Background: an optimization exercise with open tools, aiming at small area. Do not read the settings as production practice.
Function was checked by simulation only, so behaviour that the tests miss may differ from the original. The clock port is modelled as an ideal driver; clocking choices that lean on that would not hold on a real chip.

==> branch ember: inputs <==
## cpuTop
module cpuTop (
	input  logic                   clock,
	input  logic                   arstN,
	input  logic [32-1:0] instrData,
	input  logic                   instrValid,
	output logic                   instrReady,
	output logic [32-1:0] outData,
	output logic                   outValid,
	input  logic                   outReady
);
==> module cpuTop, before the edit <==
module cpuTop (
	input  logic                   clock,
	input  logic                   arstN,
	input  logic [32-1:0] instrData,
	input  logic                   instrValid,
	output logic                   instrReady,
	output logic [32-1:0] outData,
	output logic                   outValid,
	input  logic                   outReady
);
	localparam int W = 32;
	localparam int N = 16;
	logic [4:0]   phase;
	logic         clearing;
	logic         busy;
	logic         carry;
	logic [W-1:0] ring [N];
	logic [W-1:0] outReg;
	logic [4:0] op;
	logic [3:0] ra, rb, rc;
	assign op = instrData[31:27];
	assign ra = instrData[26:23];
	assign rb = instrData[22:19];
	assign rc = instrData[18:15];
	logic isAdd, isSub, isAnd, isOr, isAddi, isAndi, isOri, isLdi, isOut;
	assign isAdd  = (op == 5'd1);
	assign isSub  = (op == 5'd2);
	assign isAnd  = (op == 5'd3);
	assign isOr   = (op == 5'd4);
	assign isAddi = (op == 5'd5);
	assign isAndi = (op == 5'd6);
	assign isOri  = (op == 5'd7);
	assign isLdi  = (op == 5'd8);
	assign isOut  = (op == 5'd9);
	logic isWrite, isImm, logAnd, logOr;
	assign isWrite = (op >= 5'd1) && (op <= 5'd8);
	assign isImm   = isAddi | isAndi | isOri | isLdi;
	assign logAnd  = isAnd | isAndi;
	assign logOr   = isOr | isOri;
	logic phase0, phase31, startOk, active;
	assign phase0  = (phase == 5'd0);
	assign phase31 = (phase == 5'd31);
	assign startOk = instrValid && !clearing && !(isOut && outValid);
	assign active  = phase0 ? startOk : busy;
	assign instrReady = active && phase31;
	logic [N-1:0] tap;
	always_comb
		for (int i = 0; i < N; i++)
			tap[i] = ring[i][0];
	logic [3:0] selA;
	logic       aBit, bBit, immBit, opA, opB, cin, sum, res;
	assign selA   = isOut ? ra : rb;
	assign aBit   = tap[selA];
	assign immBit = (phase > 5'd18) ? instrData[18] : instrData[phase];
	assign bBit   = isImm ? immBit : tap[rc];
	assign opA = aBit && !(isLdi && rb == 4'd0);
	assign opB = bBit ^ isSub;
	assign cin = phase0 ? isSub : carry;
	assign sum = opA ^ opB ^ cin;
	assign res = logAnd ? (aBit & bBit) : (logOr ? (aBit | bBit) : sum);
	always_ff @(posedge clock)
		carry <= (opA & opB) | (opA & cin) | (opB & cin);
	logic [N-1:0] wr;
	always_comb
		for (int i = 0; i < N; i++)
			wr[i] = clearing || (active && isWrite && ra == 4'(i));
	always_ff @(posedge clock)
		for (int i = 0; i < N; i++)
			ring[i] <= {wr[i] ? (res && !clearing) : ring[i][0], ring[i][W-1:1]};
	always_ff @(posedge clock)
		if (!outValid)
			outReg <= {aBit, outReg[W-1:1]};
	assign outData = outReg;
	always_ff @(posedge clock or negedge arstN) begin
		if (!arstN) begin
			phase    <= 5'd0;
			clearing <= 1'b1;
			busy     <= 1'b0;
			outValid <= 1'b0;
		end else begin
			phase <= phase + 5'd1;
			if (phase31)
				clearing <= 1'b0;
			busy <= active && !phase31;
			if (outValid && outReady)
				outValid <= 1'b0;
			else if (active && phase31 && isOut)
				outValid <= 1'b1;
		end
	end
endmodule
export LEC_CHECK = 0
export ABC_AREA = 1
export CAP_MARGIN = 20
export CORE_MARGIN = 2
export CORE_UTILIZATION = 60
export SLEW_MARGIN = 20
create_clock -name core_clock -period 10.0 [get_ports {clock}]
standard.sh (not shown) runs the stock make flow with config.mk's settings and CLKGATE_MAP_FILE= SYNTH_SCRIPT=/design/flow/synth_recipe.tcl, a recipe that flattens the netlist after the stock synthesis.
==> flow/flow/run.sh <==
#!/bin/bash
# Standard layout (standard.sh) with two changes: the ports are buffered
# with buf_1, and CTS builds the clock tree without dummy loads, using the
# buffers and clustering in params.sh. Each tool's output goes to the ORFS
# logs under orfs/logs; make's own output goes to standard.log.
source flow/params.sh
export BUFFER_PORTS_ARGS="-buffer_cell sky130_fd_sc_hd__buf_1"
export CTS_ARGS="-sink_clustering_enable -repair_clock_nets -dont_use_dummy_load $CTS_EXTRA"
bash standard.sh > standard.log 2>&1
==> flow/flow/params.sh <==
CTS_EXTRA="-buf_list sky130_fd_sc_hd__clkbuf_16 -sink_clustering_size 40 -sink_clustering_max_diameter 80"
==> inputs of branch zinc, as changes to branch ember <==
==> flow/design.v (replaced) <==
package cpuIsaPkg;
	typedef enum logic [31-27:0] {
		opNop  = 5'd0,
		opAdd  = 5'd1,
		opSub  = 5'd2,
		opAnd  = 5'd3,
		opOr   = 5'd4,
		opAddi = 5'd5,
		opAndi = 5'd6,
		opOri  = 5'd7,
		opLdi  = 5'd8,
		opOut  = 5'd9
	} opcodeT;
	typedef logic [4-1:0] regSelT;
	typedef logic [18:0] immT;
	typedef logic [32-1:0] wordT;
endpackage
package cpuCtrlPkg;
	typedef enum logic [2:0] {
		stFetch   = 3'd0,
		stT1      = 3'd1,
		stT2      = 3'd2,
		stT3      = 3'd3,
		stOutWait = 3'd4
	} stepT;
	typedef enum logic [1:0] {
		aluAdd = 2'd0,
		aluSub = 2'd1,
		aluAnd = 2'd2,
		aluOr  = 2'd3
	} aluOpT;
endpackage
`timescale 1ns/100ps
module cpuTop (
	input  logic                   clock,
	input  logic                   arstN,
	input  logic [32-1:0] instrData,
	input  logic                   instrValid,
	output logic                   instrReady,
	output logic [32-1:0] outData,
	output logic                   outValid,
	input  logic                   outReady
);
	localparam int W = 32;
	localparam int N = 16;
	localparam int S = N - 1;
	logic [4:0]   phase;
	logic         clearing;
	logic         busy;
	logic         swapped;
	logic         frozen;
	logic [3:0]   raSaved;
	logic         carry;
	logic [W-1:0] ring [N];
	logic [4:0] op;
	logic [3:0] ra, rb, rc;
	assign op = instrData[31:27];
	assign ra = instrData[26:23];
	assign rb = instrData[22:19];
	assign rc = instrData[18:15];
	logic isSub, isLdi, isOut, isWrite, isImm, logAnd, logOr;
	assign isSub   = (op == 5'd2);
	assign isLdi   = (op == 5'd8);
	assign isOut   = (op == 5'd9);
	assign isWrite = (op >= 5'd1) && (op <= 5'd8);
	assign isImm   = (op >= 5'd5) && (op <= 5'd8);
	assign logAnd  = (op == 5'd3) || (op == 5'd6);
	assign logOr   = (op == 5'd4) || (op == 5'd7);
	logic phase0, phase31, startOk, active, swapIn, swapBack, swapping;
	assign phase0   = (phase == 5'd0);
	assign phase31  = (phase == 5'd31);
	assign startOk  = instrValid && !clearing && !swapped;
	assign active   = phase0 ? startOk : busy;
	assign swapIn   = active && isOut;
	assign swapBack = swapped && !frozen;
	assign swapping = swapIn || swapBack;
	assign instrReady = active && phase31;
	logic [N-1:0] tap;
	always_comb
		for (int i = 0; i < N; i++)
			tap[i] = ring[i][0];
	logic [3:0] wIdx, selA;
	assign wIdx = swapBack ? raSaved : ra;
	assign selA = (isOut || swapBack) ? wIdx : rb;
	logic aBit, bBit, immBit, opA, opB, cin, sum, res, wd;
	assign aBit   = tap[selA];
	assign immBit = (phase > 5'd18) ? instrData[18] : instrData[phase];
	assign bBit   = isImm ? immBit : tap[rc];
	assign opA = aBit && !(isLdi && rb == 4'd0);
	assign opB = bBit ^ isSub;
	assign cin = phase0 ? isSub : carry;
	assign sum = opA ^ opB ^ cin;
	assign res = logAnd ? (aBit & bBit) : (logOr ? (aBit | bBit) : sum);
	assign wd  = !clearing && (swapping ? tap[S] : res);
	always_ff @(posedge clock)
		carry <= (opA & opB) | (opA & cin) | (opB & cin);
	logic [N-1:0] wr;
	always_comb
		for (int i = 0; i < N; i++)
			wr[i] = clearing || (((active && isWrite) || swapping) && wIdx == 4'(i));
	always_ff @(posedge clock)
		for (int i = 0; i < S; i++)
			ring[i] <= {wr[i] ? wd : tap[i], ring[i][W-1:1]};
	always_ff @(posedge clock)
		if (!frozen)
			ring[S] <= {swapping ? aBit : (wr[S] ? wd : tap[S]), ring[S][W-1:1]};
	assign outData = ring[S];
	always_ff @(posedge clock)
		if (swapIn && phase31)
			raSaved <= ra;
	always_ff @(posedge clock or negedge arstN) begin
		if (!arstN) begin
			phase    <= 5'd0;
			clearing <= 1'b1;
			busy     <= 1'b0;
			swapped  <= 1'b0;
			frozen   <= 1'b0;
			outValid <= 1'b0;
		end else begin
			phase <= phase + 5'd1;
			busy  <= active && !phase31;
			if (phase31) begin
				clearing <= 1'b0;
				if (swapIn) begin
					swapped <= 1'b1;
					frozen  <= 1'b1;
				end else if (frozen && !outValid) begin
					frozen  <= 1'b0;
				end else if (swapBack) begin
					swapped <= 1'b0;
				end
			end
			if (outValid && outReady)
				outValid <= 1'b0;
			else if (swapIn && phase31)
				outValid <= 1'b1;
		end
	end
endmodule
==> flow/flow/params.sh (replaced) <==
CTS_EXTRA="-buf_list sky130_fd_sc_hd__clkbuf_4 -sink_clustering_size 12 -sink_clustering_max_diameter 40"
==> inputs of branch delta, as changes to branch ember <==
==> flow/run.sh (new file) <==
#!/bin/bash
# synth_recipe.tcl (not shown) runs the flow's synth.tcl, then flattens the netlist and writes it again
# the make line also repeats each setting of config.mk as NAME=value (left out here)
make -C /OpenROAD-flow-scripts/flow DESIGN_CONFIG=/design/flow/config.mk WORK_HOME=/design/flow/orfs CLKGATE_MAP_FILE= SYNTH_SCRIPT=/design/flow/synth_recipe.tcl finish
Settings changed: CTS_BUF_LIST from default to sky130_fd_sc_hd__clkbuf_16, CTS_CLUSTER_DIAMETER from default to 60, CTS_CLUSTER_SIZE from default to 30.
removed: flow/flow/run.sh
removed: flow/flow/params.sh
removed: flow/standard.sh
==> impl_metrics.tcl <==
set metrics [dict create \
    status "complete, no violations" \
    fin_util_pct 66.3 \
    pwr_density_cell_mw_per_mm2 225 \
    rows 52 \
    tap_cells 270 \
    top_regs "ring x512, phase x5, raSaved x4" \
    fillers 1481 \
    clkTransAtPathRegs_ns 0.11 \
]
That was branch zinc.
==> impl_metrics.tcl <==
set metrics [dict create \
    status "complete, no violations" \
    pwr_density_cell_mw_per_mm2 231 \
    fin_util_pct 66.1 \
    fillers 1525 \
    final_cell_area_mm2 0.0139 \
    top_regs "ring x512, outReg x32, phase x5" \
    clkTransAtPathRegs_ns 0.12 \
    tap_cells 275 \
    rows 53 \
]
That was branch ember.
==> impl_metrics.tcl <==
set metrics [dict create \
    layout_common_cells "dfxtp_1, nand2_1, clkdlybuf4s50_1" \
    worstSetupStartpoint "instrData[29]" \
    rows 53 \
    top_regs "ring x512, outReg x32, phase x5" \
    clkTransAtPathRegs_ns 0.10 \
    fin_util_pct 69.3 \
    pwr_density_cell_mw_per_mm2 235 \
    seq_cell_power_w 0.00227 \
    grt_max_degree 35 \
    status "complete, no violations" \
    grt_pass1_vias 5531 \
    cts_sinks 553 \
]
That was branch delta.

## static timing again, ports no longer ideal
The results above use ideal ports. As a check the final layouts listed here were re-extracted and re-timed, cells and wires unchanged. Step 1, drivers: a clkbuf_16 drives clock and a buf_2 each remaining input, both assumed. Step 2 moves the port delays by t, midway between the first and last clock arrival at a register: inputs arrive t later, outputs are due t later. That takes back most of the time a late clock gives input paths. Slacks: ideal / step 1 / step 2; pairs: ideal / step 1.
run	t, ns	setup slack, ns	hold slack, ns	latest minus earliest clock arrival (ns)	slew at the worst register clock pin (ns)
branch ember	0.551	4.675 / 4.629 / 4.629	0.276 / 0.276 / 0.276	0.067 / 0.067	0.13 / 0.13
branch zinc	0.674	5.356 / 5.327 / 5.123	0.246 / 0.246 / 0.246	0.135 / 0.134	0.11 / 0.11
branch delta	0.591	3.980 / 3.960 / 3.960	0.325 / 0.325 / 0.325	0.018 / 0.018	0.10 / 0.10
After both steps every run listed still meets setup and hold. For branch zinc, which loses most, drivers alone change the setup slack by -0.029 ns; drivers and shift together by -0.233 ns.
